From an optimization exercise on the open Yosys and OpenROAD flow, aimed at small area and a short achievable clock period; shortcuts taken in it are not production practice.
The RTL was checked by simulation tests, not by an equivalence proof against the original design.
Power figures rest on the tool's default switching activity, not on a simulated workload.

`flow/flow/run.sh`:
```
#!/bin/bash
# Standard ORFS layout; only the clock tree synthesis arguments differ:
# larger sink clusters and no dummy loads.
set -euo pipefail
export CTS_ARGS="-sink_clustering_enable -repair_clock_nets -dont_use_dummy_load -sink_clustering_size 30 -sink_clustering_max_diameter 60"
bash standard.sh > standard.log 2>&1
```
`flow/constraint.sdc`:
```
create_clock -name core_clock -period 7.5 [get_ports {clk}]
set_input_delay 1.5000 -clock core_clock [delete_from_list [all_inputs] [get_ports {clk}]]
set_output_delay 1.5000 -clock core_clock [all_outputs]
set_load 0.01 [all_outputs]
```
`flow/config.mk`:
```
export PLATFORM = sky130hd
export DESIGN_NAME = mic_pdm_core
export DESIGN_NICKNAME = mic_pdm_core
export VERILOG_FILES = /design/flow/design.v
export SDC_FILE = /design/flow/constraint.sdc
export NUM_CORES = 4
export LEC_CHECK = 0
export CAP_MARGIN = 20
export CORE_MARGIN = 2
export CORE_UTILIZATION = 70
export SETUP_SLACK_MARGIN = 4.1
export SLEW_MARGIN = 20
export SYNTH_HIERARCHICAL = 1
export SYNTH_MINIMUM_KEEP_SIZE = 0
```
`flow/design.v`:
```
module mic_pdm_core #(
  parameter int CLK_DIV = 4,
  parameter int DECIM   = 128,
  parameter int FIFO_AW = 9
) (
  input  logic        clk,
  input  logic        reset,
  input  logic        cs,
  input  logic        read,
  input  logic        write,
  input  logic [4:0]  addr,
  input  logic [31:0] wr_data,
  output logic [31:0] rd_data,
  output logic        mic_clk,
  input  logic        mic_data,
  output logic        mic_lrsel
);
  localparam int W     = $clog2(DECIM + 1);
  localparam int BW    = $clog2(DECIM);
  localparam int DW    = $clog2(CLK_DIV);
  localparam int DEPTH = 2 ** FIFO_AW;
  localparam int CW    = FIFO_AW + 1;
  localparam int GAW   = FIFO_AW - 2;          
  localparam int NG    = 2 ** GAW;             
  localparam int CODEW = 29;                   
  localparam int TB    = 3;                    
  localparam int NTAP  = NG >> TB;
  localparam int QG    = 3;                    
  localparam logic [DW-1:0] DIV_LAST = DW'(CLK_DIV - 1);
  localparam logic [BW-1:0] BIT_LAST = BW'(DECIM - 1);
  logic          en;
  logic          clk_q;
  logic [DW-1:0] div;
  logic          sync1;
  logic          sync2;
  logic [BW-1:0] bit_cnt;
  logic [W-1:0]  ones_cnt;
  logic               ovf;
  logic [CW-1:0]      count;
  logic               empty_q;   
  logic               full_q;    
  logic               c1_q, c2_q, c3_q;    
  logic [FIFO_AW-1:0] tidx;      
  logic [FIFO_AW-1:0] xidx;      
  logic [GAW-1:0]     ph;        
  logic [W-1:0]       stage_q [4];         
  logic [W-1:0]       h0_q;      
  logic [W-1:0]       h1_q;      
  logic [CODEW-1:0]   ring [NG];
  logic [CODEW-1:0]   gq [QG];   
  logic [1:0]         gwp, grp;  
  logic [1:0]         gcnt;      
  logic               g_empty, g_full;
  logic [GAW-1:0]     fpos;      
  logic               at_tap;    
  logic [GAW:0]       na;        
  logic               na_eq1, na_ge2;
  logic         sel_w;
  logic         pop_req;
  logic         ctl_wr;
  logic         clr_fifo;
  logic         clr_ovf;
  logic         wrap;
  logic         capture;
  logic         push;
  logic [W-1:0] sample;
  logic         do_pop;
  logic         do_push;
  logic         ovf_evt;
  logic         inc_c, dec_c;
  logic         complete;
  logic         newgrp;
  logic         ins;
  logic [CODEW-1:0] stage_code;
  logic [CODEW-1:0] tap_code;
  logic         fetch_ring, fetch_stage, fetch;
  logic         xcross, deq, fadv;
  logic         inc_na, dec_na, inc_g, dec_g;
  logic [W-1:0] qval;
  logic [W-1:0] third;
  logic         unused;
  function automatic logic [CODEW-1:0] enc(input logic [W-1:0] v0, input logic [W-1:0] v1,
                                           input logic [W-1:0] v2, input logic [W-1:0] v3);
    logic [3:0] m;
    logic       any;
    logic       mv1, mv2, mv3;
    m   = {v3[7], v2[7], v1[7], v0[7]};
    any = |m;
    mv1 = any & ~m[0] & m[1];
    mv2 = any & ~m[0] & ~m[1] & m[2];
    mv3 = any & ~m[0] & ~m[1] & ~m[2];
    enc = {any,
           mv3 ? v0[6:0] : v3[6:0],
           mv2 ? v0[6:0] : v2[6:0],
           mv1 ? v0[6:0] : v1[6:0],
           any ? {3'b000, m} : v0[6:0]};
  endfunction
  function automatic logic [W-1:0] dec(input logic [CODEW-1:0] c, input logic [1:0] lane);
    logic       any;
    logic [3:0] m;
    logic [6:0] f0;
    any = c[28];
    m   = c[3:0];
    if (lane == 2'd0) begin
      if (!any)      f0 = c[6:0];
      else if (m[1]) f0 = c[13:7];
      else if (m[2]) f0 = c[20:14];
      else           f0 = c[27:21];
      dec = (any & m[0]) ? 8'd128 : {1'b0, f0};
    end else begin
      dec = (any & m[lane]) ? 8'd128 : {1'b0, c[7*lane +: 7]};
    end
  endfunction
  assign unused    = &{1'b0, read, addr[4:2], wr_data[31:3]};
  assign mic_lrsel = 1'b0;
  assign mic_clk   = clk_q;
  assign sel_w    = cs & write;
  assign pop_req  = sel_w & (addr[1:0] == 2'd2);
  assign ctl_wr   = sel_w & (addr[1:0] == 2'd3);
  assign clr_fifo = ctl_wr & wr_data[1];
  assign clr_ovf  = ctl_wr & wr_data[2];
  always_ff @(posedge clk or posedge reset) begin
    if (reset) begin
      en <= 1'b0;
    end else if (ctl_wr) begin
      en <= wr_data[0];
    end
  end
  assign wrap    = en && (div == DIV_LAST);
  assign capture = wrap && clk_q;
  always_ff @(posedge clk or posedge reset) begin
    if (reset) begin
      div   <= '0;
      clk_q <= 1'b0;
    end else if (!en) begin
      div   <= '0;
      clk_q <= 1'b0;
    end else begin
      div <= div + DW'(1);
      if (wrap) clk_q <= ~clk_q;
    end
  end
  always_ff @(posedge clk or posedge reset) begin
    if (reset) begin
      sync1 <= 1'b0;
      sync2 <= 1'b0;
    end else begin
      sync1 <= mic_data;
      sync2 <= sync1;
    end
  end
  assign push   = capture && (bit_cnt == BIT_LAST);
  assign sample = ones_cnt + W'(sync2);
  always_ff @(posedge clk or posedge reset) begin
    if (reset) begin
      bit_cnt  <= '0;
      ones_cnt <= '0;
    end else if (!en) begin
      bit_cnt  <= '0;
      ones_cnt <= '0;
    end else if (capture) begin
      bit_cnt <= bit_cnt + BW'(1);
      if (bit_cnt == BIT_LAST) begin
        ones_cnt <= '0;
      end else begin
        ones_cnt <= sample;
      end
    end
  end
  assign do_pop  = pop_req & ~empty_q;
  assign do_push = push & (~full_q | do_pop);
  assign ovf_evt = push & full_q & ~do_pop;
  assign inc_c = do_push & ~do_pop;
  assign dec_c = do_pop & ~do_push;
  always_ff @(posedge clk or posedge reset) begin
    if (reset) begin
      count   <= '0;
      empty_q <= 1'b1;
      full_q  <= 1'b0;
      c1_q    <= 1'b0;
      c2_q    <= 1'b0;
      c3_q    <= 1'b0;
    end else if (clr_fifo) begin
      count   <= '0;
      empty_q <= 1'b1;
      full_q  <= 1'b0;
      c1_q    <= 1'b0;
      c2_q    <= 1'b0;
      c3_q    <= 1'b0;
    end else if (inc_c) begin
      count   <= count + CW'(1);
      empty_q <= 1'b0;
      full_q  <= (count == CW'(DEPTH - 1));
      c1_q    <= empty_q;
      c2_q    <= c1_q;
      c3_q    <= c2_q;
    end else if (dec_c) begin
      count   <= count - CW'(1);
      empty_q <= c1_q;
      full_q  <= 1'b0;
      c1_q    <= c2_q;
      c2_q    <= c3_q;
      c3_q    <= (count == CW'(4));
    end
  end
  assign complete = (tidx[1:0] == 2'd3);
  assign newgrp   = do_push & complete;
  always_ff @(posedge clk or posedge reset) begin
    if (reset) begin
      tidx <= '1;
      xidx <= FIFO_AW'(2);
      ph   <= '0;
    end else if (clr_fifo) begin
      tidx <= '1;
      xidx <= FIFO_AW'(2);
      ph   <= '0;
    end else begin
      if (do_push) tidx <= tidx + FIFO_AW'(1);
      if (do_pop)  xidx <= xidx + FIFO_AW'(1);
      ph <= ph + GAW'(1);
    end
  end
  always_ff @(posedge clk) begin
    for (int l = 0; l < 4; l++) begin
      if (do_push && (tidx[1:0] == 2'(l - 1))) stage_q[l] <= sample;
    end
  end
  assign stage_code = enc(stage_q[0], stage_q[1], stage_q[2], stage_q[3]);
  assign ins = complete & (ph == tidx[FIFO_AW-1:2]);
  always_ff @(posedge clk) begin
    ring[NG-1] <= ins ? stage_code : ring[0];
    for (int p = 0; p < NG - 1; p++) ring[p] <= ring[p+1];
  end
  assign xcross      = do_pop & (xidx[1:0] == 2'd3);
  assign fetch_ring  = na_ge2 & at_tap;
  assign fetch_stage = na_eq1 & complete;
  assign fetch       = (fetch_ring | fetch_stage) & (~g_full | xcross) & ~clr_fifo;
  assign deq         = xcross & (~g_empty | fetch);
  assign fadv        = fetch | (xcross & g_empty);
  assign tap_code    = ring[(2 ** TB) * fpos[GAW-1:TB]];
  assign inc_na      = newgrp & ~fadv;
  assign dec_na      = fadv & ~newgrp;
  assign inc_g       = fetch & ~deq;
  assign dec_g       = deq & ~fetch;
  always_ff @(posedge clk) begin
    if (fetch) gq[gwp] <= na_ge2 ? tap_code : stage_code;
  end
  always_ff @(posedge clk or posedge reset) begin
    if (reset) begin
      gwp    <= '0;
      grp    <= '0;
      fpos   <= '0;
      at_tap <= 1'b1;
    end else if (clr_fifo) begin
      gwp    <= '0;
      grp    <= '0;
      fpos   <= '0;
      at_tap <= 1'b1;
    end else begin
      if (fetch) gwp <= (gwp == 2'(QG - 1)) ? 2'd0 : gwp + 2'd1;
      if (deq)   grp <= (grp == 2'(QG - 1)) ? 2'd0 : grp + 2'd1;
      if (!fadv) begin
        fpos   <= fpos - GAW'(1);
        at_tap <= (fpos[TB-1:0] == TB'(1));
      end
    end
  end
  always_ff @(posedge clk or posedge reset) begin
    if (reset) begin
      gcnt    <= '0;
      g_empty <= 1'b1;
      g_full  <= 1'b0;
    end else if (clr_fifo) begin
      gcnt    <= '0;
      g_empty <= 1'b1;
      g_full  <= 1'b0;
    end else if (inc_g) begin
      gcnt    <= gcnt + 2'd1;
      g_empty <= 1'b0;
      g_full  <= (gcnt == 2'(QG - 1));
    end else if (dec_g) begin
      gcnt    <= gcnt - 2'd1;
      g_empty <= (gcnt == 2'd1);
      g_full  <= 1'b0;
    end
  end
  always_ff @(posedge clk or posedge reset) begin
    if (reset) begin
      na     <= '0;
      na_eq1 <= 1'b0;
      na_ge2 <= 1'b0;
    end else if (clr_fifo) begin
      na     <= '0;
      na_eq1 <= 1'b0;
      na_ge2 <= 1'b0;
    end else if (inc_na) begin
      na     <= na + (GAW+1)'(1);
      na_eq1 <= (na == '0);
      na_ge2 <= na_ge2 | na_eq1;
    end else if (dec_na) begin
      na     <= na - (GAW+1)'(1);
      na_eq1 <= (na == (GAW+1)'(2));
      na_ge2 <= na_ge2 & (na != (GAW+1)'(2));
    end
  end
  assign qval  = dec(gq[grp], xidx[1:0]);
  assign third = g_empty ? stage_q[xidx[1:0]] : qval;
  always_ff @(posedge clk or posedge reset) begin
    if (reset) begin
      h0_q <= '0;
    end else if (clr_fifo) begin
      h0_q <= '0;
    end else if (do_pop) begin
      if (c1_q) h0_q <= do_push ? sample : '0;
      else      h0_q <= h1_q;
    end else if (do_push && empty_q) begin
      h0_q <= sample;
    end
  end
  always_ff @(posedge clk) begin
    if (do_pop) begin
      h1_q <= (c2_q & do_push) ? sample : third;
    end else if (do_push && (empty_q | c1_q)) begin
      h1_q <= sample;
    end
  end
  always_ff @(posedge clk or posedge reset) begin
    if (reset) begin
      ovf <= 1'b0;
    end else if (ovf_evt) begin
      ovf <= 1'b1;
    end else if (clr_ovf) begin
      ovf <= 1'b0;
    end
  end
  mic_pdm_rd_b0 u_rd0 (
    .a0(addr[0]), .a1(addr[1]), .h(h0_q[0]), .s(empty_q), .e(en), .y(rd_data[0])
  );
  mic_pdm_rd_lo u_rd1 (.a0(addr[0]), .a1(addr[1]), .h(h0_q[1]), .s(full_q), .y(rd_data[1]));
  mic_pdm_rd_lo u_rd2 (.a0(addr[0]), .a1(addr[1]), .h(h0_q[2]), .s(ovf),    .y(rd_data[2]));
  mic_pdm_rd_lo u_rd3 (.a0(addr[0]), .a1(addr[1]), .h(h0_q[3]), .s(en),     .y(rd_data[3]));
  for (genvar k = 4; k < W; k++) begin : g_rdh
    mic_pdm_rd_head u_rd (.a0(addr[0]), .a1(addr[1]), .d(h0_q[k]), .y(rd_data[k]));
  end
  for (genvar k = 0; k < CW; k++) begin : g_rdc
    mic_pdm_rd_cnt u_rd (.a0(addr[0]), .a1(addr[1]), .d(count[k]), .y(rd_data[8+k]));
  end
  assign rd_data[31:8+CW] = '0;
endmodule
module mic_pdm_rd_b0 (
  input  logic a0,
  input  logic a1,
  input  logic h,
  input  logic s,
  input  logic e,
  output logic y
);
  assign y = a1 ? e : (a0 ? s : h);
endmodule
module mic_pdm_rd_lo (
  input  logic a0,
  input  logic a1,
  input  logic h,
  input  logic s,
  output logic y
);
  assign y = ~a1 & (a0 ? s : h);
endmodule
module mic_pdm_rd_head (
  input  logic a0,
  input  logic a1,
  input  logic d,
  output logic y
);
  assign y = d & ~a0 & ~a1;
endmodule
module mic_pdm_rd_cnt (
  input  logic a0,
  input  logic a1,
  input  logic d,
  output logic y
);
  assign y = d & a0 & ~a1;
endmodule
```
`flow/standard.sh`:
```
#!/bin/bash
# synth_recipe.tcl (not shown) runs the flow's synth.tcl, then flattens the netlist and writes it again
# the make line also repeats each setting of config.mk as NAME=value (left out here)
make -C /OpenROAD-flow-scripts/flow DESIGN_CONFIG=/design/flow/config.mk WORK_HOME=/design/flow/orfs CLKGATE_MAP_FILE= SYNTH_SCRIPT=/design/flow/synth_recipe.tcl "${@:-finish}"
```
==> results of run 1 <==
[modules after synthesis, one instance, submodules excluded]
module | area [um2] | cells | times used
mic_pdm_rd_cnt | 8.76 | 1 | 10
mic_pdm_rd_head | 12.5 | 1 | 4
mic_pdm_core | 88800 | 5214 | 1
mic_pdm_rd_lo | 13.8 | 2 | 3
mic_pdm_rd_b0 | 18.8 | 3 | 1
[logic make-up after synthesis]
kind of cell / count (synthesis) / share of synthesized area
DFF: 3928 / 0.903
and+or+nand+nor: 455 / 0.0242
adders and majority gates: 33 / 0.00481
buffers and inverters: 156 / 0.00795
xor gates and xnor gates: 54 / 0.00532
other: 1 / 0.0000421
muxes: 130 / 0.0164
AOI/OAI and AO/OA: 480 / 0.0380
[cell type report]
cell class / instances / area, um2
antenna: 1 / 2.50
clock buffer: 159 / 3980
fill: 7220 / 29900
inverter: 39 / 154
multi-input combinational: 1170 / 8340
sequential: 3928 / 80400
tap: 1650 / 2060
timing repair buffer: 124 / 1080
[worst max path at each step]
| stage | start | to | depth (start not counted) |
|---|---|---|---|
| 5_1_grt | addr[0] | rd_data[0] | 4 |
| 2_1_floorplan | addr[1] | na[7]$_DFFE_PP0P_ | 14 |
| 6_report | addr[0] | rd_data[0] | 4 |
| 3_5_place_dp | addr[0] | na[7]$_DFFE_PP0P_ | 13 |
| 4_1_cts | addr[0] | rd_data[0] | 4 |
| 3_3_place_gp | addr[0] | na[7]$_DFFE_PP0P_ | 13 |
[what timing repair did]
| action | in CTS | in global routing |
|---|---|---|
| gates resized for setup | 130 | 20 |
| endpoints found under the setup margin | 228 | 51 |
| cloned | 7 | 1 |
| pin swaps | 18 | 9 |
| hold endpoints to repair | 0 | 0 |
| buffers inserted | 28 | 13 |
[placed cells by master (no fill, tap or decap), types with 10 or more instances in the layout]
| cell | count |
|---|---|
| nand2_1 | 111 |
| and3b_1 | 10 |
| nor3_1 | 21 |
| nor2b_1 | 11 |
| nand4_1 | 14 |
| buf_4 | 84 |
| edfxtp_1 | 127 |
| o211ai_1 | 14 |
| dfrtp_1 | 68 |
| nand3_1 | 51 |
| clkbuf_16 | 160 |
| dfstp_2 | 13 |
| and3_1 | 16 |
| inv_1 | 37 |
| o2111ai_1 | 14 |
| conb_1 | 15 |
| xnor2_1 | 32 |
| a222oi_1 | 24 |
| a221oi_1 | 30 |
| o21ai_0 | 82 |
| buf_2 | 18 |
| a22o_1 | 29 |
| and2_1 | 16 |
| mux2_2 | 38 |
| xor2_1 | 22 |
| o221ai_1 | 14 |
| nor2_4 | 13 |
| a211oi_1 | 13 |
| a21oi_1 | 95 |
| nor2_1 | 128 |
| a32oi_1 | 17 |
| ha_1 | 28 |
| mux2i_1 | 80 |
| a22oi_1 | 85 |
| dfxtp_1 | 3712 |
[cells in the mapped netlist (29+ instances only)]
cell type | n | area share
mux2i_1 | 81 | 0.0091
a21oi_1 | 97 | 0.0055
dfxtp_1 | 3712 | 0.84
edfxtp_1 | 127 | 0.043
o21ai_0 | 87 | 0.0049
nor2_1 | 149 | 0.0063
nand2_1 | 116 | 0.0049
ha_1 | 31 | 0.0044
nand3_1 | 52 | 0.0029
dfrtp_1 | 76 | 0.021
clkbuf_1 | 55 | 0.0023
a221oi_1 | 30 | 0.0030
inv_1 | 39 | 0.0016
mux2_2 | 38 | 0.0048
a22oi_1 | 85 | 0.0072
xnor2_1 | 32 | 0.0031
a22o_1 | 29 | 0.0029
[power by group through the flow]
stage / Sequential, mW / Clock, mW / Combinational (mW)
6_report: 21.6 / 9.48 / 2.55
5_1_grt: 21.6 / 10.3 / 2.65
4_1_cts: 21.6 / 9.65 / 2.48
3_5_place_dp: 22.0 / 0 / 2.39
3_3_place_gp: 22.0 / 0 / 2.37
2_1_floorplan: 21.9 / 0 / 1.23
[sequential cells by signal (all words and copies together) (netlist names), 8 cells and up]
register  flops
count        10
gq           87
na            8
tidx          9
h1_q          8
ring       3712
h0_q          8
stage_q      32
ones_cnt      8
[layer usage]
layer,GRT usage,up-vias,share of wire
met1,0.357,18100,0.48
met3,0.0325,230,0.040
met5,0,-,0
li1,-,17400,-
met2,0.375,641,0.45
met4,0.0695,0,0.028
[worst register-to-register path, delay by kind of cell, from the launching register on]
family          cells  cell delay, ns
simple gates        3            0.86
buf+inv             2            0.54
compound gates      4            1.01
flops               1            0.55
[metrics by stage]
step / setup slack [ns] / hold slack (ns) / util / instances / cell area, um2
2_1_floorplan: 3.46 / 0.310 / - / 5251 / 89100
3_3_place_gp: 2.06 / 0.309 / 0.726 / 6862 / 91400
3_5_place_dp: 2.06 / 0.312 / 0.726 / 6862 / 91400
4_1_cts: 3.88 / 0.270 / 0.761 / 7056 / 95800
5_1_grt: 3.95 / 0.273 / 0.763 / 7070 / 96000
6_report: 3.98 / 0.268 / 0.763 / 7071 / 96000
==> impl_metrics.json, run 1 <==
{
  "cp_slowest_cell": "buf_2",
  "end_kind": "output port",
  "finalHoldViolCount": 0,
  "clkPwrFrac": 0.282,
  "numPortBuffers": 28,
  "vdd_drop_max_mv": 0.299,
  "p_per_area_mw_per_mm2": 350,
  "p_comb_frac": 0.076,
  "worst_clock_skew_ns": 0.0718,
  "gp_routability_congestion": 0.868,
  "worstSetupPathType": "input port to output port",
  "setup_violations": 0,
  "tightestPinTransition_ns": 1.24,
  "die-area_mm2": 0.130,
  "slew-limit-headroom": 0.167,
  "core-area_mm2": 0.126,
  "globalRoute.totalOverflow": 0,
  "areaGrowthSynthToFinish_pct": 7.90,
  "power.share.sequential": 0.642,
  "final.period_utilization": 0.469,
  "critPathMaxFanout": 6,
  "numCtsBuffers": 159,
  "synth_edf_count": 127,
  "outcome": "timing/DRC/antenna clean",
  "clkTransAtPathRegs_ns": 0.10,
  "drt-initial-drc-count": 2831,
  "clock-root-buffer": "clkbuf_16",
  "cts_hold_buf": 0,
  "grt_pass1_wl_mm": 229,
  "routedWlPerCell_um": 22.0,
  "r2r_start": "fpos[4]$_DFFE_PP0P_",
  "ioPinCount": 77,
  "min_path_cells": 0,
  "dr.pass1.iters": 8,
  "worstPathArrival_ns": 2.02,
  "p_leak_nw": 37.7,
  "critical_path.max_stage_delay_ns": 0.15,
  "r2r-end": "gq[0][25]$_DFFE_PP_",
  "tritoncts": "done",
  "hp-class": "register to register",
  "grt_antenna_before_repair": 6,
  "synth_seq_cells": 3928,
  "hp-start": "ring[28][11]$_DFF_P_",
  "drc": 0,
  "dieWidth_um": 361,
  "cp_top_family": "buffers and inverters",
  "num-nets-final": 5498,
  "grt_max_degree": 59,
  "synth.distinct_cells": 75,
  "start_util": 0.707,
  "fin_crit_ns": 3.52,
  "antenna_left": 0,
  "clock_path_buffers": 3,
  "clk_latency_ns": 0.81,
  "cts.sinks": 3928,
  "p_int_mw": 25.8,
  "syn_inst": 5237,
  "vias": 36400,
  "power.total_mw": 33.6,
  "reg2reg_setup_slack_ns": 4.18,
  "dp_hpwl_mm": 92.6,
  "die_height_um": 361,
  "required_ns": 6.00,
  "cap_violations": 0,
  "fmax_mhz": 284,
  "yosysSeqAreaShare": 0.903,
  "slew_viol_final": 0,
  "synth_ff_type": "dfxtp_1",
  "wl_mm": 156,
  "vias_per_cell": 5.14,
  "grt_usage": 0.240,
  "post_synth.cell_area_avg_um2": 17.0,
  "yosysWarningCount": 9,
  "netlist_area_mm2": 0.0890,
  "start_kind": "input port",
  "switchingPower_mw": 7.75,
  "async_flop_share": 0.0227,
  "rsz0062_at_grt": "yes",
  "finalSetupTns_ns": 0,
  "rr_worst_depth": 9,
  "drive_gt1_frac": 0.0771,
  "hold-path-endpoint": "ring[27][11]$_DFF_P_",
  "grt_pass1_vias": 36000,
  "cp.buffers_inverters": 2,
  "swShare": 0.231,
  "crit_chain": "buf_16 -> mux2i_1 -> o21ai_1 -> buf_2",
  "rows": 130,
  "htreeDepth": 4
}
==> inputs of run 2 (changes only) <==
--- a/flow/config.mk
+++ b/flow/config.mk
@@ -7,7 +7,7 @@
 export LEC_CHECK = 0
 export CAP_MARGIN = 20
 export CORE_MARGIN = 2
-export CORE_UTILIZATION = 70
+export CORE_UTILIZATION = 55
 export SETUP_SLACK_MARGIN = 4.1
 export SLEW_MARGIN = 20
 export SYNTH_HIERARCHICAL = 1
==> impl_metrics.json, run 2 <==
{
  "rows": 147,
  "largest_reg_flops": 3712,
  "routedWlPerCell_um": 19.9,
  "synth_area_leaders": "dfxtp_1, edfxtp_1, dfrtp_1",
  "critical_path.max_stage_delay_ns": 0.18,
  "synth_seq_cells": 3928,
  "dr.pass1.iters": 7,
  "cp_common_cell": "buf_12",
  "min_path_cells": 0,
  "antenna_left": 0,
  "clock_path_buffers": 3,
  "slew_viol_final": 0,
  "die-area_mm2": 0.165,
  "gp_routability_congestion": 0.857,
  "synth_commonest_cells": "dfxtp_1, nor2_1, edfxtp_1",
  "start_util": 0.554,
  "final_common_cell": "dfxtp_1",
  "fin_area_mm2": 0.0971,
  "yosysWarningCount": 9,
  "fin_ws_ns": 3.80,
  "die_height_um": 406,
  "slew-limit-headroom": 0.241,
  "finalSetupTns_ns": 0,
  "r2r-end": "na[7]$_DFFE_PP0P_",
  "grt_pass1_wl_mm": 223,
  "ioPinCount": 77,
  "hold-path-endpoint": "ring[101][22]$_DFF_P_",
  "fin_crit_ns": 3.70,
  "numCtsBuffers": 170,
  "wl_mm": 151,
  "setup_violations": 0,
  "drive_gt1_frac": 0.0818,
  "cts_hold_buf": 0,
  "dp_hpwl_mm": 91.6,
  "yosysTopAreaCell": "dfxtp_1",
  "pre_cts_slack_ns": 1.96,
  "worstPathArrival_ns": 2.20,
  "post_synth.cell_area_avg_um2": 17.0,
  "grt_pass1_vias": 34800,
  "p_leak_nw": 37.9,
  "most-common-layout-cells": "dfxtp_1, clkbuf_16, nor2_1, edfxtp_1, nand2_1",
  "core-area_mm2": 0.161,
  "rr_worst_depth": 12,
  "fmax_mhz": 271,
  "fill_cells": 12000,
  "cp_slowest_cell": "mux2i_4",
  "start_kind": "input port",
  "tritoncts": "done",
  "vias_per_cell": 4.72,
  "vdd_drop_max_mv": 0.283,
  "worstSetupPathType": "input port to output port",
  "synth_most_common_cell": "dfxtp_1",
  "vias": 35900,
  "drc": 0,
  "hp-start": "ring[102][22]$_DFF_P_",
  "p_per_area_mw_per_mm2": 350,
  "tightestPinTransition_ns": 1.14,
  "reg.largest.list": "ring (3712), gq (87), stage_q (32)",
  "synth_ff_type": "dfxtp_1",
  "cts.sinks": 3928,
  "synth.distinct_cells": 75,
  "reg2reg_setup_slack_ns": 4.04,
  "synth_edf_count": 127,
  "top_register": "ring",
  "yosysSeqAreaShare": 0.903,
  "placed_area_mm2": 0.0921,
  "dieWidth_um": 406,
  "htreeDepth": 4,
  "netlist_area_mm2": 0.0890,
  "syn_inst": 5237,
  "grt_usage": 0.185,
  "synth_top_area_frac": 0.835,
  "globalRoute.totalOverflow": 0,
  "required_ns": 6.00,
  "cap_violations": 0,
  "clkTransAtPathRegs_ns": 0.10,
  "areaGrowthSynthToFinish_pct": 9.13,
  "clk_latency_ns": 0.82,
  "num-nets-final": 5516,
  "r2r_start": "xidx[0]$_DFFE_PP0P_",
  "async_flop_share": 0.0227,
  "clock-root-buffer": "clkbuf_16",
  "hp-class": "register to register",
  "numPortBuffers": 28,
  "grt_max_degree": 59,
  "final.period_utilization": 0.493,
  "end_kind": "output port",
  "drt-initial-drc-count": 2452,
  "outcome": "timing/DRC/antenna clean",
  "grt_antenna_before_repair": 11,
  "crit_chain": "buf_12 -> buf_12 -> mux2i_4 -> o21ai_2 -> buf_2",
  "worst_clock_skew_ns": 0.0836,
  "rsz0062_at_grt": "yes",
  "critPathMaxFanout": 6,
  "finalHoldViolCount": 0
}
[run 2: cell count changes in the layout (fill, tap and decap cells not counted), moves of 4 or more]
cell	change
buf_4	-5
nor2_4	+4
buf_12	+10
nand2b_2	-4
buf_6	+7
nand2b_4	+4
nor2_2	-4
clkbuf_16	+10
[run 2: worst max path at each step]
stage | start | end
global route | addr[0] | rd_data[0]
detailed placement | addr[1] | na[7]$_DFFE_PP0P_
global placement | addr[1] | na[7]$_DFFE_PP0P_
CTS | addr[0] | rd_data[0]
finish | addr[0] | rd_data[0]
floorplan | addr[1] | na[7]$_DFFE_PP0P_
[run 2: stage by stage]
stage / total power [mW] / hold WS, ns / instances / util
detailed placement: 24.5 / 0.312 / 7377 / 0.574
CTS: 34.3 / 0.261 / 7591 / 0.604
finish: 34.0 / 0.281 / 7601 / 0.605
floorplan: 23.1 / 0.310 / 5251 / -
global placement: 24.5 / 0.309 / 7377 / 0.574
global route: 35.2 / 0.268 / 7598 / 0.605
[run 2: kinds of logic (layout without fill, tap and decap cells)]
logic type	Yosys count	in the layout	share of synthesized area
AOI/OAI and AO/OA	480	480	0.0380
xor gates and xnor gates	54	54	0.00532
adders and majority gates	33	33	0.00481
buffers and inverters	156	341	0.00795
DFF	3928	3928	0.903
muxes	130	130	0.0164
other	1	18	0.0000421
and+or+nand+nor	455	457	0.0242
[run 2: per-layer routing]
metal | GRT usage | up-vias | part of all wire
li1 | - | 17500 | -
met5 | 0 | - | 0.000092
met2 | 0.282 | 599 | 0.44
met1 | 0.275 | 17600 | 0.50
met4 | 0.0504 | 2 | 0.023
met3 | 0.0277 | 213 | 0.038
[run 2: cell type report]
cell class                 instances  area [um2]  area share
multi-input combinational       1169        8380      0.0863
sequential                      3928       80400       0.828
timing repair buffer             132        1210      0.0125
tap                             2160        2700      0.0278
clock buffer                     170        4250      0.0438
inverter                          39         158     0.00162
antenna                            3        7.51   0.0000773
[run 2: per-module statistics from Yosys, one instance, submodules excluded]
module | flops+latches | times used | area (um2)
mic_pdm_core | 3928 | 1 | 88800
mic_pdm_rd_b0 | 0 | 1 | 18.8
mic_pdm_rd_lo | 0 | 3 | 13.8
mic_pdm_rd_head | 0 | 4 | 12.5
mic_pdm_rd_cnt | 0 | 10 | 8.76
[run 2: where the power goes]
group / switching, mW / leakage [nW] / total [mW] / internal (mW)
logic: 1.94 / 3.56 / 2.74 / 0.804
clock network: 5.69 / 2.09 / 9.75 / 4.06
registers: 0.227 / 32.3 / 21.5 / 21.3
[run 2: timing repair]
item / CTS / global route
cloned: 4 / 0
setup buffers: 40 / 7
pin swaps: 24 / 8
gates resized for setup: 143 / 18
endpoints found under the setup margin: 183 / 53
[run 2: critical path: cells and delay by family]
kind	cells	cell delay, ns
buffers and inverters	3	0.38
multiplexers	1	0.18
AO/OA/AOI/OAI	1	0.12
==> inputs of run 3 (changes only) <==
--- a/flow/design.v
+++ b/flow/design.v
@@ -39,13 +39,12 @@
   logic [CW-1:0]      count;
   logic               empty_q;   
   logic               full_q;    
-  logic               c1_q, c2_q, c3_q;    
+  logic               c1_q;      
   logic [FIFO_AW-1:0] tidx;      
   logic [FIFO_AW-1:0] xidx;      
   logic [GAW-1:0]     ph;        
   logic [W-1:0]       stage_q [4];         
   logic [W-1:0]       h0_q;      
-  logic [W-1:0]       h1_q;      
   logic [CODEW-1:0]   ring [NG];
   logic [CODEW-1:0]   gq [QG];   
   logic [1:0]         gwp, grp;  
@@ -77,7 +76,7 @@
   logic         xcross, deq, fadv;
   logic         inc_na, dec_na, inc_g, dec_g;
   logic [W-1:0] qval;
-  logic [W-1:0] third;
+  logic [W-1:0] second;
   logic         unused;
   function automatic logic [CODEW-1:0] enc(input logic [W-1:0] v0, input logic [W-1:0] v1,
                                            input logic [W-1:0] v2, input logic [W-1:0] v3);
@@ -178,29 +177,21 @@
       empty_q <= 1'b1;
       full_q  <= 1'b0;
       c1_q    <= 1'b0;
-      c2_q    <= 1'b0;
-      c3_q    <= 1'b0;
     end else if (clr_fifo) begin
       count   <= '0;
       empty_q <= 1'b1;
       full_q  <= 1'b0;
       c1_q    <= 1'b0;
-      c2_q    <= 1'b0;
-      c3_q    <= 1'b0;
     end else if (inc_c) begin
       count   <= count + CW'(1);
       empty_q <= 1'b0;
       full_q  <= (count == CW'(DEPTH - 1));
       c1_q    <= empty_q;
-      c2_q    <= c1_q;
-      c3_q    <= c2_q;
     end else if (dec_c) begin
       count   <= count - CW'(1);
       empty_q <= c1_q;
       full_q  <= 1'b0;
-      c1_q    <= c2_q;
-      c2_q    <= c3_q;
-      c3_q    <= (count == CW'(4));
+      c1_q    <= (count == CW'(2));
     end
   end
   assign complete = (tidx[1:0] == 2'd3);
@@ -208,11 +199,11 @@
   always_ff @(posedge clk or posedge reset) begin
     if (reset) begin
       tidx <= '1;
-      xidx <= FIFO_AW'(2);
+      xidx <= FIFO_AW'(1);
       ph   <= '0;
     end else if (clr_fifo) begin
       tidx <= '1;
-      xidx <= FIFO_AW'(2);
+      xidx <= FIFO_AW'(1);
       ph   <= '0;
     end else begin
       if (do_push) tidx <= tidx + FIFO_AW'(1);
@@ -303,8 +294,8 @@
       na_ge2 <= na_ge2 & (na != (GAW+1)'(2));
     end
   end
-  assign qval  = dec(gq[grp], xidx[1:0]);
-  assign third = g_empty ? stage_q[xidx[1:0]] : qval;
+  assign qval   = dec(gq[grp], xidx[1:0]);
+  assign second = g_empty ? stage_q[xidx[1:0]] : qval;
   always_ff @(posedge clk or posedge reset) begin
     if (reset) begin
       h0_q <= '0;
@@ -312,18 +303,11 @@
       h0_q <= '0;
     end else if (do_pop) begin
       if (c1_q) h0_q <= do_push ? sample : '0;
-      else      h0_q <= h1_q;
+      else      h0_q <= second;
     end else if (do_push && empty_q) begin
       h0_q <= sample;
     end
   end
-  always_ff @(posedge clk) begin
-    if (do_pop) begin
-      h1_q <= (c2_q & do_push) ? sample : third;
-    end else if (do_push && (empty_q | c1_q)) begin
-      h1_q <= sample;
-    end
-  end
   always_ff @(posedge clk or posedge reset) begin
     if (reset) begin
       ovf <= 1'b0;
--- a/flow/config.mk
+++ b/flow/config.mk
@@ -7,7 +7,7 @@
 export LEC_CHECK = 0
 export CAP_MARGIN = 20
 export CORE_MARGIN = 2
-export CORE_UTILIZATION = 55
+export CORE_UTILIZATION = 82
 export SETUP_SLACK_MARGIN = 4.1
 export SLEW_MARGIN = 20
 export SYNTH_HIERARCHICAL = 1
==> impl_metrics.json, run 3 <==
{
  "outcome": "stopped before the end",
  "haltStage": "4_1_cts",
  "tool.error": "[ERROR DPL-0033] detailed placement checks failed during check placement.",
  "synth.distinct_cells": 93,
  "synth_area_leaders": "dfxtp_1, edfxtp_1, dfrtp_1",
  "numPortBuffers": 28,
  "yosysTopAreaCell": "dfxtp_1",
  "async_flop_share": 0.0222,
  "synth_most_common_cell": "dfxtp_1",
  "start_util": 0.828,
  "dp.cells": 6593,
  "clock_path_buffers": 3,
  "die_height_um": 333,
  "synth_ff_type": "dfxtp_1",
  "dieWidth_um": 333,
  "synth_edf_count": 119,
  "cts_hold_buf": 0,
  "synth_seq_cells": 3918,
  "htreeDepth": 4,
  "ioPinCount": 77,
  "synth_top_area_frac": 0.836,
  "dp_hpwl_mm": 121,
  "yosysWarningCount": 9,
  "cts_setup_buffers": 37,
  "synth_commonest_cells": "dfxtp_1, edfxtp_1, nand2_1",
  "numCtsBuffers": 153,
  "rows": 120,
  "gp_routability_congestion": 0.891,
  "clock-root-buffer": "clkbuf_16",
  "post_synth.cell_area_avg_um2": 17.0,
  "netlist_area_mm2": 0.0889,
  "yosysSeqAreaShare": 0.901,
  "cts.sinks": 3918,
  "syn_inst": 5221,
  "post_cts_resized": 185
}
run 3: worst max path at each step:
stage                     depth (start not counted)  startpoint           endpoint
after detailed placement                         12     addr[0]  na[6]$_DFFE_PP0P_
after global placement                           12     addr[0]  na[6]$_DFFE_PP0P_
after floorplan                                  15     addr[1]  na[6]$_DFFE_PP0P_
run 3: logic make-up after synthesis:
logic type | Yosys count | share of synthesized area
compound gates | 495 | 0.0396
xor+xnor | 48 | 0.00490
fa+ha+maj | 33 | 0.00481
simple gates | 433 | 0.0256
flops | 3918 | 0.901
mux | 129 | 0.0163
other cells | 1 | 0.0000422
buf+inv | 164 | 0.00825
run 3: power by group through the flow:
stage          registers (mW)  clock network (mW)  logic, mW
2_1_floorplan            22.1                   0       1.31
3_5_place_dp             22.3                   0       2.57
3_3_place_gp             22.3                   0       2.47
run 3: per-stage QoR:
step	area [um2]	setup WS (ns)	utilization
2_1_floorplan	89100	3.64	-
3_3_place_gp	91100	2.17	0.848
3_5_place_dp	91100	2.02	0.848
run 3: Yosys stat by module (local to each module, per instance):
module,cell area [um2],flip-flops and latches,cells
mic_pdm_core,88700,3918,5198
mic_pdm_rd_lo,13.8,0,2
mic_pdm_rd_b0,18.8,0,3
mic_pdm_rd_head,12.5,0,1
mic_pdm_rd_cnt,8.76,0,1
==> inputs of run 4 (changes only) <==
--- a/flow/config.mk
+++ b/flow/config.mk
@@ -7,8 +7,8 @@
 export LEC_CHECK = 0
 export CAP_MARGIN = 20
 export CORE_MARGIN = 2
-export CORE_UTILIZATION = 82
-export SETUP_SLACK_MARGIN = 4.1
+export CORE_UTILIZATION = 70
+export SETUP_SLACK_MARGIN = 4.4
 export SLEW_MARGIN = 20
 export SYNTH_HIERARCHICAL = 1
 export SYNTH_MINIMUM_KEEP_SIZE = 0
==> impl_metrics.json, run 4 <==
{
  "die-area_mm2": 0.130,
  "htreeDepth": 4,
  "hp-class": "register to register",
  "worst_clock_skew_ns": 0.0815,
  "num-nets-final": 5470,
  "netlist_area_mm2": 0.0889,
  "start_kind": "input port",
  "synth_commonest_cells": "dfxtp_1, edfxtp_1, nand2_1",
  "synth_seq_cells": 3918,
  "gp_routability_congestion": 0.883,
  "most-common-layout-cells": "dfxtp_1, clkbuf_16, edfxtp_1, nand2_1",
  "vias_per_cell": 5.17,
  "clkTransAtPathRegs_ns": 0.10,
  "yosysSeqAreaShare": 0.901,
  "dr_wl_met2_mm": 73.3,
  "final_common_cell": "dfxtp_1",
  "crit_chain": "buf_12 -> buf_12 -> buf_4 -> and3b_1 -> buf_2",
  "drc": 0,
  "finalHoldViolCount": 0,
  "core-area_mm2": 0.126,
  "slew_viol_final": 0,
  "r2r_start": "div[0]$_DFF_PP0_",
  "clock_path_buffers": 3,
  "synth_edf_count": 119,
  "antenna_left": 0,
  "startpoint": "addr[0]",
  "largest_reg_flops": 3712,
  "top_register": "ring",
  "maxUsedRoutingLayer": "met5",
  "worstPathArrival_ns": 2.18,
  "synth_ff_type": "dfxtp_1",
  "cap_violations": 0,
  "tightestPinTransition_ns": 1.04,
  "grt_antenna_before_repair": 14,
  "rows": 130,
  "end_kind": "output port",
  "min_path_cells": 0,
  "tritoncts": "done",
  "grt_pass1_vias": 36500,
  "cts.sinks": 3918,
  "worstSetupPathType": "input port to output port",
  "final.period_utilization": 0.491,
  "finalSetupTns_ns": 0,
  "critical_path.max_stage_delay_ns": 0.17,
  "synth_most_common_cell": "dfxtp_1",
  "synth_area_leaders": "dfxtp_1, edfxtp_1, dfrtp_1",
  "dp_hpwl_mm": 95.3,
  "cp_common_cell": "buf_12",
  "grt_pass1_wl_mm": 236,
  "yosysTopAreaCell": "dfxtp_1",
  "async_flop_share": 0.0222,
  "post_synth.cell_area_avg_um2": 17.0,
  "synth_top_area_frac": 0.836,
  "cp_slowest_cell": "and3b_1",
  "vias": 36400,
  "synth.distinct_cells": 93,
  "clock-root-buffer": "clkbuf_16",
  "wl_met1_mm": 76.5,
  "wl_mm": 161,
  "start_util": 0.706,
  "areaGrowthSynthToFinish_pct": 8.34,
  "grt_usage": 0.250,
  "syn_inst": 5221,
  "dieWidth_um": 360,
  "fin_area_mm2": 0.0963,
  "dr.pass1.iters": 6,
  "fill_cells": 7164,
  "yosysWarningCount": 9,
  "fin_crit_ns": 3.68,
  "wl_met3_mm": 7.19,
  "globalRoute.totalOverflow": 0,
  "drt-initial-drc-count": 3107,
  "required_ns": 6.00,
  "placed_area_mm2": 0.0915,
  "dp.cells": 6845,
  "setup_violations": 0,
  "rsz0062_at_grt": "yes",
  "post_layout_nonfiller_instances": 7045,
  "routedWlPerCell_um": 22.8,
  "hp-start": "ring[117][25]$_DFF_P_",
  "numCtsBuffers": 163,
  "slew-limit-headroom": 0.284,
  "vdd_drop_max_mv": 0.343,
  "drive_gt1_frac": 0.0840,
  "rr_worst_depth": 11,
  "outcome": "timing/DRC/antenna clean",
  "die_height_um": 360,
  "grt_max_degree": 50,
  "numPortBuffers": 28,
  "critPathMaxFanout": 5,
  "ioPinCount": 77,
  "reg.largest.list": "ring (3712), gq (87), stage_q (32)",
  "fmax_mhz": 272,
  "p_leak_nw": 38.0,
  "p_per_area_mw_per_mm2": 357,
  "clk_latency_ns": 0.81
}
[run 4: cell counts after synthesis]
Identical to the previous run, type by type.
[run 4: path summary, 6_finish.rpt]
check,end,slack (ns)
max reg2reg,count[8]$_DFFE_PP0P_,4.16
min reg2reg,ring[116][25]$_DFF_P_,0.28
min in group asynchronous,count[7]$_DFFE_PP0P_,1.07
max,rd_data[9],3.82
max in group asynchronous,fpos[6]$_DFFE_PP0P_,5.48
min,ring[116][25]$_DFF_P_,0.28
[run 4: where the power goes]
| group | switching, mW | internal, mW | total, mW |
|---|---|---|---|
| clock network | 5.68 | 3.91 | 9.59 |
| registers | 0.330 | 21.4 | 21.8 |
| logic | 2.10 | 0.907 | 3.01 |
[run 4: through the flow]
| stage | utilization | power, mW | hold slack (ns) | setup slack [ns] |
|---|---|---|---|---|
| 3_3_place_gp | 0.726 | 24.9 | 0.310 | 2.10 |
| 4_1_cts | 0.762 | 34.5 | 0.276 | 3.85 |
| 6_report | 0.765 | 34.4 | 0.278 | 3.82 |
| 3_5_place_dp | 0.726 | 24.9 | 0.312 | 2.05 |
| 5_1_grt | 0.765 | 35.4 | 0.270 | 3.79 |
| 2_1_floorplan | - | 23.4 | 0.310 | 3.64 |
[run 4: logic make-up after synthesis]
kind of cell	synth area share
AO/OA/AOI/OAI	0.0396
flip-flops	0.901
buffers and inverters	0.00825
XOR/XNOR	0.00490
multiplexers	0.0163
adder cells (fa/ha/maj)	0.00481
other	0.0000422
AND/OR/NAND/NOR	0.0256
[run 4: modules after synthesis (local to each module, per instance)]
module / cell area [um2] / flops+latches
mic_pdm_rd_cnt: 8.76 / 0
mic_pdm_core: 88700 / 3918
mic_pdm_rd_head: 12.5 / 0
mic_pdm_rd_b0: 18.8 / 0
mic_pdm_rd_lo: 13.8 / 0
[run 4: layout make-up]
| type | instances | area (um2) | share of cell area |
|---|---|---|---|
| Clock buffer | 163 | 4080 | 0.0423 |
| Inverter | 37 | 159 | 0.00165 |
| Timing Repair Buffer | 120 | 1160 | 0.0120 |
| Sequential cell | 3918 | 80100 | 0.831 |
| Multi-Input combinational cell | 1154 | 8780 | 0.0911 |
| Antenna cell | 3 | 7.51 | 0.0000779 |
| Tap cell | 1650 | 2060 | 0.0214 |
[run 4: worst max-delay path: cells and delay by family]
family                 cells  cell delay, ns
buffers and inverters      4            0.51
AND/OR/NAND/NOR            1            0.17
[run 4: metal layers]
layer	vias up	global-route usage
met5	-	0
met4	2	0.0672
met3	233	0.0399
met2	728	0.395
met1	18100	0.365
li1	17400	-
[run 4: repair_timing]
action | CTS | global route
gates cloned | 5 | 1
buffers inserted | 11 | 16
setup endpoints to repair | 274 | 130
hold buffers | 0 | 0
pin swaps | 10 | 19
resized for setup | 161 | 32
==> inputs of run 5 (changes only) <==
--- a/flow/config.mk
+++ b/flow/config.mk
@@ -8,7 +8,8 @@
 export CAP_MARGIN = 20
 export CORE_MARGIN = 2
 export CORE_UTILIZATION = 70
-export SETUP_SLACK_MARGIN = 4.4
+export PLACE_DENSITY = 0.85
+export SETUP_SLACK_MARGIN = 4.1
 export SLEW_MARGIN = 20
 export SYNTH_HIERARCHICAL = 1
 export SYNTH_MINIMUM_KEEP_SIZE = 0
==> impl_metrics.json, run 5 <==
{
  "cap_violations": 0,
  "slew-limit-headroom": 0.258,
  "ioPinCount": 77,
  "setup_violations": 0,
  "tritoncts": "done",
  "die-area_mm2": 0.130,
  "worstSetupPathType": "input port to output port",
  "grt_pass1_wl_mm": 280,
  "required_ns": 6.00,
  "min_path_cells": 0,
  "r2r-end": "gq[1][3]$_DFFE_PP_",
  "most-common-layout-cells": "dfxtp_1, clkbuf_16, edfxtp_1, nand2_1, nor2_1",
  "end_kind": "output port",
  "final.period_utilization": 0.476,
  "cp.buffers_inverters": 2,
  "placed_area_mm2": 0.0914,
  "globalRoute.totalOverflow": 0,
  "slew_viol_final": 0,
  "clk_latency_ns": 0.84,
  "hp-class": "register to register",
  "yosysSeqAreaShare": 0.901,
  "tightestPinTransition_ns": 1.08,
  "yosysWarningCount": 9,
  "vias_per_cell": 5.58,
  "reg.largest.list": "ring (3712), gq (87), stage_q (32)",
  "grt_max_degree": 65,
  "rsz0062_at_grt": "yes",
  "post_synth.cell_area_avg_um2": 17.0,
  "hold-path-endpoint": "ring[118][25]$_DFF_P_",
  "critPathMaxFanout": 6,
  "dr.pass1.iters": 6,
  "drt-initial-drc-count": 4191,
  "top_register": "ring",
  "synth_area_leaders": "dfxtp_1, edfxtp_1, dfrtp_1",
  "synth_seq_cells": 3918,
  "fin_area_mm2": 0.0961,
  "synth_top_area_frac": 0.836,
  "synth_compound_area_frac": 0.0396,
  "rr_worst_depth": 7,
  "reg2reg_setup_slack_ns": 4.00,
  "drc": 0,
  "die_height_um": 360,
  "clock_path_buffers": 3,
  "htreeDepth": 4,
  "dp_hpwl_mm": 109,
  "finalHoldViolCount": 0,
  "routedWlPerCell_um": 28.1,
  "hp-start": "ring[119][25]$_DFF_P_",
  "netlist_area_mm2": 0.0889,
  "areaGrowthSynthToFinish_pct": 8.11,
  "worst_clock_skew_ns": 0.0937,
  "synth_edf_count": 119,
  "cp_slowest_cell": "buf_2",
  "outcome": "timing/DRC/antenna clean",
  "drive_gt1_frac": 0.0819,
  "vias": 39300,
  "vdd_drop_max_mv": 0.424,
  "p_leak_nw": 37.9,
  "synth_commonest_cells": "dfxtp_1, edfxtp_1, nand2_1",
  "yosys.area_share.simple": 0.0256,
  "start_util": 0.706,
  "grt_antenna_before_repair": 8,
  "syn_inst": 5221,
  "core-area_mm2": 0.126,
  "synth.distinct_cells": 93,
  "pre_cts_slack_ns": 1.89,
  "yosysTopAreaCell": "dfxtp_1",
  "wl_mm": 198,
  "fmax_mhz": 280,
  "cp_top_family": "buffers and inverters",
  "r2r_start": "fpos[5]$_DFFE_PP0P_",
  "synth_most_common_cell": "dfxtp_1",
  "crit_chain": "buf_16 -> mux2i_1 -> o21ai_1 -> buf_2",
  "worstPathArrival_ns": 2.07,
  "synth_ff_type": "dfxtp_1",
  "synthMuxAreaShare": 0.0163,
  "synth_xor_area_frac": 0.00490,
  "final_common_cell": "dfxtp_1",
  "antenna_left": 0,
  "finalSetupTns_ns": 0,
  "async_flop_share": 0.0222,
  "rows": 130,
  "fin_crit_ns": 3.57,
  "cts.sinks": 3918,
  "numPortBuffers": 28,
  "multi_input_area_mm2": 0.00866,
  "fill_cells": 6247,
  "grt_pass1_vias": 41500,
  "dieWidth_um": 360,
  "gp_routability_congestion": 0.905,
  "clock-root-buffer": "clkbuf_16",
  "grt_usage": 0.300,
  "synth-adder-area-share": 0.00481,
  "fin_ws_ns": 3.93,
  "critical_path.max_stage_delay_ns": 0.17,
  "start_kind": "input port",
  "largest_reg_flops": 3712,
  "num-nets-final": 5473,
  "p_per_area_mw_per_mm2": 361,
  "synth_top_family_by_area": "compound AO/OA/AOI/OAI gates",
  "clkTransAtPathRegs_ns": 0.10,
  "area.sequential_mm2": 0.0801,
  "numCtsBuffers": 158
}
-- run 5: power breakdown --
| part | total [mW] | switching [mW] | internal [mW] |
|---|---|---|---|
| Combinational | 3.00 | 2.10 | 0.898 |
| Clock | 9.81 | 6.00 | 3.81 |
| Sequential | 21.9 | 0.414 | 21.5 |
-- run 5: logic make-up (layout without fill, tap and decap cells) --
logic type	count (synthesis)	after routing
multiplexers	129	129
AO/OA/AOI/OAI	495	495
buffers and inverters	164	322
adder cells (fa/ha/maj)	33	33
XOR/XNOR	48	48
flip-flops	3918	3918
AND/OR/NAND/NOR	433	435
other	1	18
-- run 5: final cells by class --
class / instances / area share
Antenna cell: 3 / 0.0000781
Clock buffer: 158 / 0.0411
Inverter: 37 / 0.00168
Multi-Input combinational cell: 1155 / 0.0901
Sequential cell: 3918 / 0.833
Tap cell: 1650 / 0.0215
Timing Repair Buffer: 127 / 0.0125
-- run 5: metal layers --
layer	GRT usage	wire [um]	vias up
met3	0.0510	11400	521
met4	0.140	9900	0
met5	0	0	-
met2	0.516	99600	1624
met1	0.372	77000	19800
li1	-	-	17400
-- run 5: per-module statistics from Yosys, one instance, submodules excluded --
module | cells inside | flops+latches | cell area (um2) | times used
mic_pdm_rd_cnt | 1 | 0 | 8.76 | 10
mic_pdm_core | 5198 | 3918 | 88700 | 1
mic_pdm_rd_lo | 2 | 0 | 13.8 | 3
mic_pdm_rd_b0 | 3 | 0 | 18.8 | 1
mic_pdm_rd_head | 1 | 0 | 12.5 | 4
-- run 5: how the worst max path moves through the flow --
stage / startpoint / to / slack, ns / depth (start not counted)
after global placement: addr[1] / na[7]$_DFFE_PP0P_ / 1.86 / 12
final: addr[0] / rd_data[0] / 3.93 / 4
after detailed placement: addr[1] / na[7]$_DFFE_PP0P_ / 1.89 / 12
after global routing: addr[0] / count[8]$_DFFE_PP0P_ / 3.90 / 12
after CTS: addr[0] / rd_data[0] / 3.87 / 4
after floorplan: addr[1] / na[6]$_DFFE_PP0P_ / 3.64 / 15
-- run 5: per-stage QoR --
stage / power [mW] / util / hold slack, ns / instances
3_3_place_gp: 24.7 / 0.726 / 0.310 / 6838
2_1_floorplan: 23.4 / - / 0.310 / 5235
6_report: 34.7 / 0.764 / 0.266 / 7048
4_1_cts: 34.4 / 0.762 / 0.267 / 7029
5_1_grt: 35.4 / 0.764 / 0.267 / 7045
3_5_place_dp: 24.9 / 0.726 / 0.312 / 6838
-- run 5: what timing repair did --
action	CTS	global route
buffers inserted	26	15
pin swaps	20	23
resized for setup	144	33
setup endpoints to repair	228	77
gates cloned	7	0
hold buffers	0	0
==> inputs of run 6 (changes only) <==
--- a/flow/config.mk
+++ b/flow/config.mk
@@ -8,7 +8,6 @@
 export CAP_MARGIN = 20
 export CORE_MARGIN = 2
 export CORE_UTILIZATION = 70
-export PLACE_DENSITY = 0.85
 export SETUP_SLACK_MARGIN = 4.1
 export SLEW_MARGIN = 20
 export SYNTH_HIERARCHICAL = 1
==> impl_metrics.json, run 6 <==
{
  "outcome": "timing/DRC/antenna clean",
  "areaGrowthSynthToFinish_pct": 7.88,
  "p_leak_nw": 37.8,
  "htreeDepth": 4,
  "clkPwrFrac": 0.278,
  "critPathMaxFanout": 6,
  "worstPathArrival_ns": 2.03,
  "drive_gt1_frac": 0.0780,
  "core-area_mm2": 0.126,
  "syn_inst": 5221,
  "post_layout_nonfiller_instances": 7037,
  "dp_hpwl_mm": 95.2,
  "dieWidth_um": 360,
  "reg.largest.list": "ring (3712), gq (87), stage_q (32)",
  "routedWlPerCell_um": 22.7,
  "synth_area_leaders": "dfxtp_1, edfxtp_1, dfrtp_1",
  "post_synth.cell_area_avg_um2": 17.0,
  "grt_antenna_before_repair": 7,
  "p_int_mw": 26.1,
  "final_common_cell": "dfxtp_1",
  "cts_hold_buf": 0,
  "grt_usage": 0.246,
  "fill_cells": 7251,
  "switchingPower_mw": 8.05,
  "vdd_drop_max_mv": 0.282,
  "async_flop_share": 0.0222,
  "cp_top_family": "buffers and inverters",
  "num-nets-final": 5462,
  "grt_pass1_wl_mm": 232,
  "crit_chain": "buf_16 -> mux2i_2 -> nor2_1 -> buf_2",
  "most-common-layout-cells": "dfxtp_1, clkbuf_16, edfxtp_1, nand2_1, nor2_1",
  "synth_seq_cells": 3918,
  "power.share.sequential": 0.638,
  "die_height_um": 360,
  "tritoncts": "done",
  "rr_worst_depth": 8,
  "vias_per_cell": 5.18,
  "drt-initial-drc-count": 2923,
  "synth_commonest_cells": "dfxtp_1, edfxtp_1, nand2_1",
  "ioPinCount": 77,
  "fin_crit_ns": 3.53,
  "fmax_mhz": 283,
  "placed_area_mm2": 0.0915,
  "synth_ff_type": "dfxtp_1",
  "synth_edf_count": 119,
  "fin_area_mm2": 0.0959,
  "vias": 36500,
  "worstSetupPathType": "input port to output port",
  "drc": 0,
  "synth_most_common_cell": "dfxtp_1",
  "finalHoldViolCount": 0,
  "hold_slack_ns": 0.259,
  "gp_routability_congestion": 0.846,
  "worst_clock_skew_ns": 0.0831,
  "final.period_utilization": 0.470,
  "die-area_mm2": 0.130,
  "p_comb_frac": 0.083,
  "numCtsBuffers": 160,
  "globalRoute.totalOverflow": 0,
  "hp-class": "register to register",
  "synth_top_area_frac": 0.836,
  "power.total_mw": 34.2,
  "p_per_area_mw_per_mm2": 356,
  "cp_slowest_cell": "mux2i_2",
  "start_util": 0.706,
  "netlist_area_mm2": 0.0889,
  "dp.cells": 6846,
  "top_register": "ring",
  "cp.buffers_inverters": 2,
  "slew_viol_final": 0,
  "antenna_left": 0,
  "largest_reg_flops": 3712,
  "yosysSeqAreaShare": 0.901,
  "yosysWarningCount": 9,
  "wl_mm": 160,
  "swShare": 0.236,
  "finalSetupTns_ns": 0,
  "synth.distinct_cells": 93,
  "yosysTopAreaCell": "dfxtp_1",
  "grt_pass1_vias": 35800,
  "min_path_cells": 0,
  "clock-root-buffer": "clkbuf_16",
  "numPortBuffers": 28,
  "slew-limit-headroom": 0.202,
  "grt_max_degree": 64,
  "rsz0062_at_grt": "yes",
  "clkTransAtPathRegs_ns": 0.08,
  "start_kind": "input port",
  "required_ns": 6.00,
  "dr.pass1.iters": 6,
  "end_kind": "output port",
  "tightestPinTransition_ns": 1.19,
  "clk_latency_ns": 0.81,
  "setup_violations": 0,
  "path_depth": 4,
  "rows": 130,
  "critical_path.max_stage_delay_ns": 0.23,
  "cts.sinks": 3918,
  "clock_path_buffers": 3,
  "cap_violations": 0
}
-- run 6: cell counts after synthesis --
Identical to the previous run, type by type.
-- run 6: per-stage QoR --
step,util,worst slack (ns)
after floorplan,-,3.64
final,0.762,3.97
after global routing,0.762,3.94
after CTS,0.761,3.98
after global placement,0.726,2.12
after detailed placement,0.726,2.13
-- run 6: timing repair --
| item | CTS | global route |
|---|---|---|
| hold endpoints to repair | 0 | 0 |
| gates cloned | 5 | 0 |
| resized for setup | 126 | 14 |
| pin swaps | 15 | 7 |
| endpoints found under the setup margin | 228 | 50 |
| setup buffers | 19 | 4 |
-- run 6: cell families after synthesis --
group / share of synthesized area
AO/OA/AOI/OAI: 0.0396
multiplexers: 0.0163
XOR/XNOR: 0.00490
buffers and inverters: 0.00825
other: 0.0000422
AND/OR/NAND/NOR: 0.0256
adder cells (fa/ha/maj): 0.00481
flip-flops: 0.901
-- run 6: worst register-to-register path: cells and delay by family, from the launching register on --
kind                   cells  cell delay (ns)
DFF                        1             0.41
buffers and inverters      2             0.59
muxes                      1             0.20
AOI/OAI and AO/OA          4             1.27
and+or+nand+nor            1             0.61
-- run 6: per-layer routing --
layer  vias to the layer above  global-route usage  part of all wire
li1                      17400                   -                 -
met1                     18100               0.370              0.48
met2                       734               0.378              0.44
met3                       259              0.0344             0.044
met4                         0              0.0732             0.029
met5                         -                   0                 0
-- run 6: power groups by stage --
stage | clock, mW | sequential (mW) | combinational [mW]
after floorplan | 0 | 22.1 | 1.31
after global placement | 0 | 22.3 | 2.58
after detailed placement | 0 | 22.3 | 2.58
after CTS | 9.67 | 21.8 | 2.82
after global routing | 10.4 | 21.9 | 2.94
final | 9.51 | 21.8 | 2.85
-- run 6: final timing paths --
kind / start / end / slack (ns)
worst max-delay path: addr[0] / rd_data[2] / 3.97
worst min-delay path: ring[102][4]$_DFF_P_ / ring[101][4]$_DFF_P_ / 0.26
worst max register to register: fpos[5]$_DFFE_PP0P_ / gq[2][18]$_DFFE_PP_ / 4.18
worst min register to register: ring[102][4]$_DFF_P_ / ring[101][4]$_DFF_P_ / 0.26
max in group asynchronous: reset / fpos[3]$_DFFE_PP0P_ / 5.01
min in group asynchronous: reset / count[3]$_DFFE_PP0P_ / 1.12
-- run 6: cell type report --
class | count | area [um2] | area share
sequential | 3918 | 80100 | 0.835
multi-input combinational | 1153 | 8560 | 0.0892
clock buffer | 160 | 4000 | 0.0417
tap | 1650 | 2060 | 0.0215
timing repair buffer | 116 | 1050 | 0.0110
inverter | 37 | 155 | 0.00162
antenna | 3 | 7.51 | 0.0000783
-- run 6: modules after synthesis (local to each module, per instance) --
module | cells | area (um2) | flops+latches | copies in the design
mic_pdm_core | 5198 | 88700 | 3918 | 1
mic_pdm_rd_b0 | 3 | 18.8 | 0 | 1
mic_pdm_rd_lo | 2 | 13.8 | 0 | 3
mic_pdm_rd_head | 1 | 12.5 | 0 | 4
mic_pdm_rd_cnt | 1 | 8.76 | 0 | 10
==> inputs of run 7 (changes only) <==
--- a/flow/config.mk
+++ b/flow/config.mk
@@ -5,6 +5,7 @@
 export SDC_FILE = /design/flow/constraint.sdc
 export NUM_CORES = 4
 export LEC_CHECK = 0
+export ABC_AREA = 1
 export CAP_MARGIN = 20
 export CORE_MARGIN = 2
 export CORE_UTILIZATION = 70
==> impl_metrics.json, run 7 <==
{
  "outcome": "timing/DRC/antenna clean",
  "core-area_mm2": 0.126,
  "numPortBuffers": 28,
  "tightestPinTransition_ns": 1.12,
  "globalRoute.totalOverflow": 0,
  "grt_antenna_before_repair": 6,
  "r2r_start": "fpos[6]$_DFFE_PP0P_",
  "netlist_area_mm2": 0.0888,
  "clock_path_buffers": 3,
  "yosysSeqAreaShare": 0.901,
  "routedWlPerCell_um": 18.9,
  "critPathMaxFanout": 6,
  "slew-limit-headroom": 0.249,
  "synth_edf_count": 119,
  "cp.buffers_inverters": 2,
  "die-area_mm2": 0.130,
  "tritoncts": "done",
  "cp_top_family": "buffers and inverters",
  "cap_violations": 0,
  "p_per_area_mw_per_mm2": 351,
  "setup_violations": 0,
  "grt_pass1_wl_mm": 216,
  "grt_usage": 0.222,
  "path_depth": 5,
  "r2r-end": "gq[0][22]$_DFFE_PP_",
  "worstPathArrival_ns": 1.95,
  "clkTransAtPathRegs_ns": 0.10,
  "hp-class": "register to register",
  "rsz0062_at_grt": "yes",
  "wl_mm": 143,
  "fmax_mhz": 290,
  "post_layout_nonfiller_instances": 7572,
  "grt_max_degree": 45,
  "final_common_cell": "dfxtp_1",
  "synth_area_leaders": "dfxtp_1, edfxtp_1, nand2_1",
  "clk_latency_ns": 0.80,
  "most-common-layout-cells": "dfxtp_1, nand2_1, clkbuf_16, inv_1",
  "cp_slowest_cell": "buf_16",
  "crit_chain": "buf_16 -> nand2_1 -> nand2_1 -> nor2_2 -> buf_2",
  "final.period_utilization": 0.460,
  "top_register": "ring",
  "dp.cells": 7385,
  "drive_gt1_frac": 0.0633,
  "reg2reg_setup_slack_ns": 4.24,
  "vdd_drop_max_mv": 0.273,
  "die_height_um": 360,
  "rr_worst_depth": 10,
  "rows": 130,
  "clock-root-buffer": "clkbuf_16",
  "synth.distinct_cells": 57,
  "vias": 37100,
  "fin_ws_ns": 4.05,
  "synth_seq_cells": 3918,
  "antenna_left": 0,
  "largest_reg_flops": 3712,
  "finalHoldViolCount": 0,
  "drc": 0,
  "synth_commonest_cells": "dfxtp_1, nand2_1, inv_1",
  "gp_routability_congestion": 0.886,
  "min_path_cells": 0,
  "pre_cts_slack_ns": 2.30,
  "dieWidth_um": 360,
  "reg.largest.list": "ring (3712), gq (87), stage_q (32)",
  "synth_ff_type": "dfxtp_1",
  "yosysTopAreaCell": "dfxtp_1",
  "yosysWarningCount": 9,
  "slew_viol_final": 0,
  "ioPinCount": 77,
  "worstSetupPathType": "input port to output port",
  "cp_common_cell": "nand2_1",
  "required_ns": 6.00,
  "fin_crit_ns": 3.45,
  "numCtsBuffers": 161,
  "hp-start": "ring[92][5]$_DFF_P_",
  "grt_pass1_vias": 36500,
  "synth_most_common_cell": "dfxtp_1",
  "worst_clock_skew_ns": 0.0896,
  "start_util": 0.706,
  "post_synth.cell_area_avg_um2": 15.4,
  "vias_per_cell": 4.89,
  "num-nets-final": 5998,
  "areaGrowthSynthToFinish_pct": 7.66,
  "async_flop_share": 0.0222,
  "drt-initial-drc-count": 2463,
  "hold-path-endpoint": "ring[91][5]$_DFF_P_",
  "dr.pass1.iters": 7,
  "cts.sinks": 3918,
  "p_leak_nw": 38.7,
  "synth_top_area_frac": 0.837,
  "start_kind": "input port",
  "finalSetupTns_ns": 0,
  "cts_hold_buf": 0,
  "end_kind": "output port",
  "syn_inst": 5750,
  "dp_hpwl_mm": 83.0,
  "critical_path.max_stage_delay_ns": 0.13,
  "htreeDepth": 4
}
## run 7: changes by cell type after synthesis, moves of 33 or more
cell      before  now
nand4_1       13   65
mux2_2        42    0
nand3_1       45  120
a22oi_1       73    0
nand2_1      117  819
a222oi_1      33    0
o21ai_0       78  111
inv_1         35  149
mux2i_1       76    0
## run 7: power by group
| part | switching (mW) | internal [mW] |
|---|---|---|
| Clock | 5.64 | 3.86 |
| Sequential | 0.241 | 21.2 |
| Combinational | 1.86 | 0.691 |
| Total | 7.74 | 25.8 |
## run 7: modules after synthesis, one instance, submodules excluded
module           cells inside  copies in the design  flip-flops and latches  area [um2]
mic_pdm_rd_lo               6                     3                       0        25.0
mic_pdm_rd_cnt              2                    10                       0        10.0
mic_pdm_rd_head             3                     4                       0        13.8
mic_pdm_rd_b0               9                     1                       0        35.0
mic_pdm_core             5691                     1                    3918       88600
## run 7: cell families (layout without fill, tap and decap cells)
| kind of cell | count (synthesis) | count (layout) | share of synthesized area |
|---|---|---|---|
| DFF | 3918 | 3918 | 0.901 |
| buffers and inverters | 260 | 415 | 0.0124 |
| adders and majority gates | 33 | 33 | 0.00482 |
| xor gates and xnor gates | 19 | 19 | 0.00187 |
| and+or+nand+nor | 1214 | 1215 | 0.0585 |
| AOI/OAI and AO/OA | 305 | 305 | 0.0208 |
| other | 1 | 17 | 0.0000422 |
## run 7: cell type report
| class | instances | area (um2) |
|---|---|---|
| multi-input cells | 1587 | 7980 |
| inverters | 168 | 677 |
| flip-flops and latches | 3918 | 80100 |
| clock buffers | 161 | 4030 |
| repair buffers | 86 | 798 |
| diodes | 2 | 5.00 |
| fillers | 7480 | 30100 |
| well taps | 1650 | 2060 |
## run 7: worst max path at each step
stage / slack (ns) / endpoint / from
after floorplan: 3.67 / gq[0][0]$_DFFE_PP_ / cs
after global placement: 2.34 / na[6]$_DFFE_PP0P_ / addr[1]
after detailed placement: 2.30 / na[6]$_DFFE_PP0P_ / addr[1]
after CTS: 4.05 / rd_data[0] / addr[0]
after global routing: 4.02 / rd_data[0] / addr[0]
final: 4.05 / rd_data[1] / addr[0]
## run 7: routing by layer
metal  wire length (um)  share of wire  GRT usage  vias up
met1              72100           0.50      0.341    17900
met2              62000           0.43      0.333      627
met4               3320          0.023     0.0617        4
li1                   -              -          -    18300
met5                 27        0.00019          0        -
met3               5880          0.041     0.0341      225
## run 7: timing repair
| action | CTS | global route |
|---|---|---|
| endpoints found under the setup margin | 175 | 35 |
| gates cloned | 3 | 2 |
| pin swaps | 5 | 29 |
| setup buffers | 4 | 14 |
| resized for setup | 119 | 38 |
## run 7: worst reg2reg max path, cell delays in order, from the launching register on
cell,delay (ns)
dfrtp_1,0.43
inv_1,0.17
nand2_1,0.25
nor2_4,0.57
buf_4,0.57
nand2_1,0.15
nand2_1,0.09
a221oi_1,0.06
nand3_1,0.23
o211ai_1,0.19
o21ai_0,0.29
## run 7: per-stage QoR
stage               cell area [um2]  total power, mW  hold slack [ns]  utilization
floorplan                     88900             23.3            0.310            -
global placement              91200             24.4            0.310        0.725
detailed placement            91200             24.4            0.312        0.725
CTS                           95300             33.6            0.267        0.758
global route                  95600             34.7            0.264        0.761
finish                        95600             33.5            0.272        0.761

==> what the ideal ports hide <==
The flow's constraints put no driver on any port. The routed layouts listed below were extracted and timed again, unchanged, in two steps.
Step 1, drivers: a clkbuf_16 drives clk and a buf_2 each remaining input, both assumed.
Step 2 adds t to the input delays and takes it off the output delays; t is the mean of the earliest and latest rising clock arrival at the registers after step 1. Input paths then give back, and output paths get back, about the clock's delay inside the block.
Three values: no drivers, after step 1, after step 2; two values: the first two.
| run | t, ns | setup slack, ns | worst hold slack (ns) | slew at the worst register clock pin (ns) | worst slew at a driven data input, ns |
|---|---|---|---|---|---|
| run 1 | 0.843 | 3.982 / 3.776 / 3.213 | 0.268 / 0.268 / 0.268 | 0.11 / 0.11 | 0.26 |
| run 2 | 0.857 | 3.805 / 3.758 / 3.159 | 0.281 / 0.281 / 0.281 | 0.11 / 0.11 | 0.06 |
| run 4 | 0.849 | 3.821 / 3.768 / 3.229 | 0.278 / 0.278 / 0.278 | 0.11 / 0.11 | 0.07 |
| run 5 | 0.867 | 3.933 / 3.713 / 3.046 | 0.266 / 0.266 / 0.266 | 0.12 / 0.12 | 0.29 |
| run 6 | 0.853 | 3.972 / 3.737 / 3.200 | 0.259 / 0.259 / 0.259 | 0.12 / 0.12 | 0.24 |
| run 7 | 0.835 | 4.049 / 3.831 / 3.502 | 0.272 / 0.272 / 0.272 | 0.11 / 0.11 | 0.23 |
After both steps setup and hold are still met in every run listed. The setup slack of run 5, which loses most, moves by -0.220 ns with the drivers and by -0.887 ns with both steps.
